This design comes from an exercise in tuning for small area, a short achievable clock period and few clock cycles per item on the open sky130 flow, not from production work.
At most, simulation tests tie the RTL to the original design; equivalence was not proved.

==> inputs of v31 <==
## dmem_responder
module dmem_responder #(
    parameter int unsigned DEPTH       = 64,
    parameter int unsigned WAIT_CYCLES = 2,
    parameter int unsigned DATA_W      = 32
) (
    input  logic              clk,
    input  logic              reset,
    input  logic              req_valid,
    output logic              req_ready,
    input  logic              req_we,
    input  logic [31:0]       req_addr,
    input  logic [DATA_W-1:0] req_wdata,
    output logic              rsp_valid,
    input  logic              rsp_ready,
    output logic [DATA_W-1:0] rsp_rdata,
    output logic              rsp_err
);
==> module dmem_array, before the edit <==
module dmem_array #(
    parameter int unsigned DEPTH  = 64,
    parameter int unsigned DATA_W = 32,
    parameter int unsigned IDX_W  = 6
) (
    input  logic              clk,
    input  logic              we,
    input  logic [IDX_W-1:0]  idx,
    input  logic [DATA_W-1:0] wdata,
    output logic [DATA_W-1:0] rdata
);
    logic [DATA_W-1:0] mem [DEPTH];
    always_ff @(posedge clk) begin
        if (we) begin
            mem[idx] <= wdata;
        end
    end
    assign rdata = mem[idx];
endmodule
==> module dmem_responder, before the edit <==
module dmem_responder #(
    parameter int unsigned DEPTH       = 64,
    parameter int unsigned WAIT_CYCLES = 2,
    parameter int unsigned DATA_W      = 32
) (
    input  logic              clk,
    input  logic              reset,
    input  logic              req_valid,
    output logic              req_ready,
    input  logic              req_we,
    input  logic [31:0]       req_addr,
    input  logic [DATA_W-1:0] req_wdata,
    output logic              rsp_valid,
    input  logic              rsp_ready,
    output logic [DATA_W-1:0] rsp_rdata,
    output logic              rsp_err
);
    localparam int unsigned IDX_W = (DEPTH > 1) ? $clog2(DEPTH) : 1;
    localparam int unsigned CNT_W = (WAIT_CYCLES > 0) ? $clog2(WAIT_CYCLES + 1) : 1;
    dmem_pkg::dmem_state_t state;
    dmem_pkg::dmem_state_t state_next;
    logic              we_q, err_q;
    logic [IDX_W-1:0]  idx_q;
    logic [DATA_W-1:0] wdata_q;
    logic [CNT_W-1:0]  cnt_q;
    logic              accept, enter_resp, mem_we;
    logic              acc_we, acc_err;
    logic [IDX_W-1:0]  acc_idx;
    logic [DATA_W-1:0] acc_wdata, mem_rdata;
    logic              req_err;
    assign req_err = (req_addr[1:0] != 2'b00) || (req_addr[31:2] >= DEPTH);
    always_ff @(posedge clk or negedge reset) begin
        if (!reset) begin
            state <= IDLE;
        end else begin
            state <= state_next;
        end
    end
    always_comb begin
        state_next = state;
        case (state)
            IDLE:    if (req_valid) state_next = (WAIT_CYCLES == 0) ? RESP : WAIT;
            WAIT:    if (cnt_q == CNT_W'(1)) state_next = RESP;
            RESP:    if (rsp_ready) state_next = IDLE;
            default: state_next = IDLE;
        endcase
    end
    always_comb begin
        req_ready = (state == IDLE);
        rsp_valid = (state == RESP);
    end
    assign accept     = req_valid & req_ready;
    assign enter_resp = (state != RESP) && (state_next == RESP);
    always_comb begin
        acc_we    = we_q;
        acc_err   = err_q;
        acc_idx   = idx_q;
        acc_wdata = wdata_q;
        if (state == IDLE) begin
            acc_we    = req_we;
            acc_err   = req_err;
            acc_idx   = req_addr[IDX_W+1:2];
            acc_wdata = req_wdata;
        end
    end
    assign mem_we = enter_resp & acc_we & ~acc_err;
    dmem_array #(
        .DEPTH  (DEPTH),
        .DATA_W (DATA_W),
        .IDX_W  (IDX_W)
    ) u_array (
        .clk   (clk),
        .we    (mem_we),
        .idx   (acc_idx),
        .wdata (acc_wdata),
        .rdata (mem_rdata)
    );
    always_ff @(posedge clk or negedge reset) begin
        if (!reset) begin
            we_q      <= 1'b0;
            err_q     <= 1'b0;
            idx_q     <= '0;
            wdata_q   <= '0;
            cnt_q     <= '0;
            rsp_rdata <= '0;
            rsp_err   <= 1'b0;
        end else begin
            if (accept) begin
                we_q    <= req_we;
                err_q   <= req_err;
                idx_q   <= req_addr[IDX_W+1:2];
                wdata_q <= req_wdata;
                if (WAIT_CYCLES != 0) begin
                    cnt_q <= CNT_W'(WAIT_CYCLES);
                end
            end else if (state == WAIT) begin
                cnt_q <= cnt_q - CNT_W'(1);
            end
            if (enter_resp) begin
                rsp_rdata <= (!acc_we && !acc_err) ? mem_rdata : '0;
                rsp_err   <= acc_err;
            end
        end
    end
endmodule
make LEC_CHECK=0 CAP_MARGIN=20 CORE_MARGIN=2 CORE_UTILIZATION=40 SLEW_MARGIN=20 finish   # period 4.0 ns
run.sh (not shown) runs the stock make flow with config.mk's settings and CLKGATE_MAP_FILE= SYNTH_SCRIPT=/design/flow/synth_recipe.tcl, a recipe that flattens the netlist after the stock synthesis.
==> v20: changes against v31 <==
==> flow/design.v (replaced) <==
package dmem_pkg;
    localparam int unsigned WORD_BYTES = 4;
    function automatic logic addr_err(input logic [31:0] addr, input int unsigned depth);
        addr_err = ((addr % WORD_BYTES) != 0) || ((addr / WORD_BYTES) >= depth);
    endfunction
endpackage
module dmem_array #(
    parameter int unsigned DEPTH  = 64,
    parameter int unsigned DATA_W = 32
) (
    input  logic              clk,
    input  logic [DEPTH-1:0]  sel,      
    input  logic              we,       
    input  logic [DATA_W-1:0] wdata,
    output logic [DATA_W-1:0] rdata
);
    logic [DATA_W-1:0] word_q [DEPTH];
    logic [DATA_W-1:0] word_rd [DEPTH];
    for (genvar w = 0; w < DEPTH; w++) begin : g_word
        always_ff @(posedge clk) begin
            if (we && sel[w]) begin
                word_q[w] <= wdata;
            end
        end
        assign word_rd[w] = word_q[w] & {DATA_W{sel[w]}};
    end
    always_comb begin
        rdata = '0;
        for (int w = 0; w < DEPTH; w++) begin
            rdata = rdata | word_rd[w];
        end
    end
endmodule
import dmem_pkg::*;
module dmem_responder #(
    parameter int unsigned DEPTH  = 64,
    parameter int unsigned DATA_W = 32
) (
    input  logic              clk,
    input  logic              reset,
    input  logic              req_valid,
    output logic              req_ready,
    input  logic              req_we,
    input  logic [31:0]       req_addr,
    input  logic [DATA_W-1:0] req_wdata,
    output logic              rsp_valid,
    input  logic              rsp_ready,
    output logic [DATA_W-1:0] rsp_rdata,
    output logic              rsp_err
);
    localparam int unsigned IDX_W = $clog2(DEPTH);
    logic              b_valid, s_valid;
    logic [DATA_W-1:0] s_rdata;
    logic              s_err;
    logic              accept, b_load, req_err;
    logic [IDX_W-1:0]  idx;
    logic [DEPTH-1:0]  sel;
    logic [DATA_W-1:0] rd, res_rdata;
    assign req_err = (req_addr[1:0] != 2'b00) || (req_addr[31:2] >= DEPTH);
    assign accept = req_valid & req_ready;
    assign idx = req_addr[IDX_W+1:2];
    logic [7:0] sel_hi, sel_lo;
    for (genvar i = 0; i < 8; i++) begin : g_pre
        assign sel_hi[i] = (idx[5:3] == 3'(i));
        assign sel_lo[i] = (idx[2:0] == 3'(i));
    end
    for (genvar w = 0; w < DEPTH; w++) begin : g_sel
        assign sel[w] = sel_hi[w / 8] & sel_lo[w % 8];
    end
    dmem_array #(
        .DEPTH  (DEPTH),
        .DATA_W (DATA_W)
    ) u_array (
        .clk   (clk),
        .sel   (sel),
        .we    (accept & req_we & ~req_err),
        .wdata (req_wdata),
        .rdata (rd)
    );
    assign res_rdata = (req_we | req_err) ? '0 : rd;
    assign b_load = ~b_valid | rsp_ready;
    always_ff @(posedge clk or negedge reset) begin
        if (!reset) begin
            b_valid   <= 1'b0;
            s_valid   <= 1'b0;
            req_ready <= 1'b1;
        end else begin
            if (b_load) begin
                b_valid   <= s_valid | accept;
                s_valid   <= 1'b0;
                req_ready <= 1'b1;
            end else begin
                s_valid   <= s_valid | accept;
                req_ready <= ~(s_valid | accept);
            end
        end
    end
    always_ff @(posedge clk) begin
        if (b_load) begin
            if (s_valid) begin
                rsp_rdata <= s_rdata;
                rsp_err   <= s_err;
            end else begin
                rsp_rdata <= res_rdata;
                rsp_err   <= req_err;
            end
        end
        if (!s_valid) begin
            s_rdata <= res_rdata;
            s_err   <= req_err;
        end
    end
    assign rsp_valid = b_valid;
endmodule
==> flow/flow/run.sh (new file) <==
#!/bin/bash
# The standard layout (standard.sh), with one change: synthesis maps the logic with
# Yosys's usual area-recovering ABC script (flow/abc_speed.script) instead of ORFS's
# delay-first script. Everything else is ORFS's own scripts, unchanged.
set -euo pipefail
here=$(pwd)
rm -rf "$here/scripts_mod"
mkdir -p "$here/scripts_mod"
for f in "$FLOW_HOME"/scripts/*; do
    ln -s "$f" "$here/scripts_mod/"
done
rm "$here/scripts_mod/abc_speed.script"
cp "$here/flow/abc_speed.script" "$here/scripts_mod/abc_speed.script"
bash standard.sh SCRIPTS_DIR="$here/scripts_mod" finish > "$here/make_finish.log" 2>&1
==> flow/flow/abc_speed.script (new file) <==
strash
&get -n
&fraig -x
&put
dc2
strash
&get -n
&dch -f
&nf -D 2500
&put
==> flow/standard.sh (new file) <==
#!/bin/bash
# synth_recipe.tcl (not shown) runs the flow's synth.tcl, then flattens the netlist and writes it again
# the make line also repeats each setting of config.mk as NAME=value (left out here)
make -C /OpenROAD-flow-scripts/flow DESIGN_CONFIG=/design/flow/config.mk WORK_HOME=/design/flow/orfs CLKGATE_MAP_FILE= SYNTH_SCRIPT=/design/flow/synth_recipe.tcl "${@:-finish}"
--- a/flow/config.mk
+++ b/flow/config.mk
@@ -9,3 +9,5 @@
 export CORE_MARGIN = 2
-export CORE_UTILIZATION = 40
+export CORE_UTILIZATION = 60
+export SETUP_SLACK_MARGIN = 1.9
 export SLEW_MARGIN = 20
+export TNS_END_PERCENT = 100
removed: flow/run.sh
==> notes <==
v20 stopped in global routing (5_1_grt). v31 ran to the end with no violations.
Between v31 and v20, the lower synthesized cell count is in v20 (gap about 50%, measured against v20).
Against v20, the synthesized area of v31 is larger by about 9%.
==> figures <==
metric	v31	v20
Outcome	complete, no violations	aborted with a tool error
Last stage reached	-	global routing (5_1_grt)
Post-CTS setup buffer count	0	450
Placement-stage worst setup slack	-272.7 ps	-291.6 ps
Share of the synthesized area in the top cell type	0.7702	0.8498
CTS sink count	2125	2117
Arithmetic-cell share of the synthesized area counting full adders, half adders and majority gates	0.0001567	0
Initial cell density of the core	0.4036	0.6041
Mean post-synth cell area	15.18 um2	20.76 um2
Post-synth EDFFs	2048	2081
Simple-gate share of the synthesized area	0.07619	0.03871
Die Ht	450.8 um	354.1 um
Placer Congestion	0.9077	0.9575
Post-DP HPWL	176100 um	176300 um
Number of buffers created by CTS	203	199
Summed instance area of the synthesized netlist	79850 um2	73530 um2
Mapped Nets	5329	3611
Post-CTS sizing	0	993
Fraction of the mapped netlist area in compound gates	0.09906	0.1013
Post-synthesis register bit count	2125	2117
Inst Count DP	8087	5737
Placed inst area	88730 um2	82930 um2
Number of cell rows	163	128
X dimension of the die	450.8 um	354.1 um
Testbench counts of v31, summed over its fixed seeds: cycles 48,000, items 12,000.
Only the layout flow was run in v20; the RTL was not checked for function there.

-- what the ideal ports hide --
Ports are ideal in the flow. The routed layout listed here was re-timed in OpenROAD. Step 1 (the two cells are an assumption about what drives the block):
set clk [get_ports {clk}]
set_driving_cell -lib_cell sky130_fd_sc_hd__clkbuf_16 $clk
set_driving_cell -lib_cell sky130_fd_sc_hd__buf_2 [delete_from_list [all_inputs] $clk]
Step 2, shift: input delay + t, output delay - t, t = (earliest + latest rising clock arrival at the registers) / 2. This alone moves slack from input paths to output paths. a / b / c = no drivers / after step 1 / after step 2; a / b = the first two.
run: v31
t (ns): 0.935
slack for setup (ns): 0.216 / 0.133 / -0.367
hold slack, ns: 0.097 / 0.043 / 0.492
With both steps, setup timing fails in v31, where it was met with ideal ports. The setup slack of v31 moves by -0.083 ns with the drivers and by -0.583 ns with both steps.
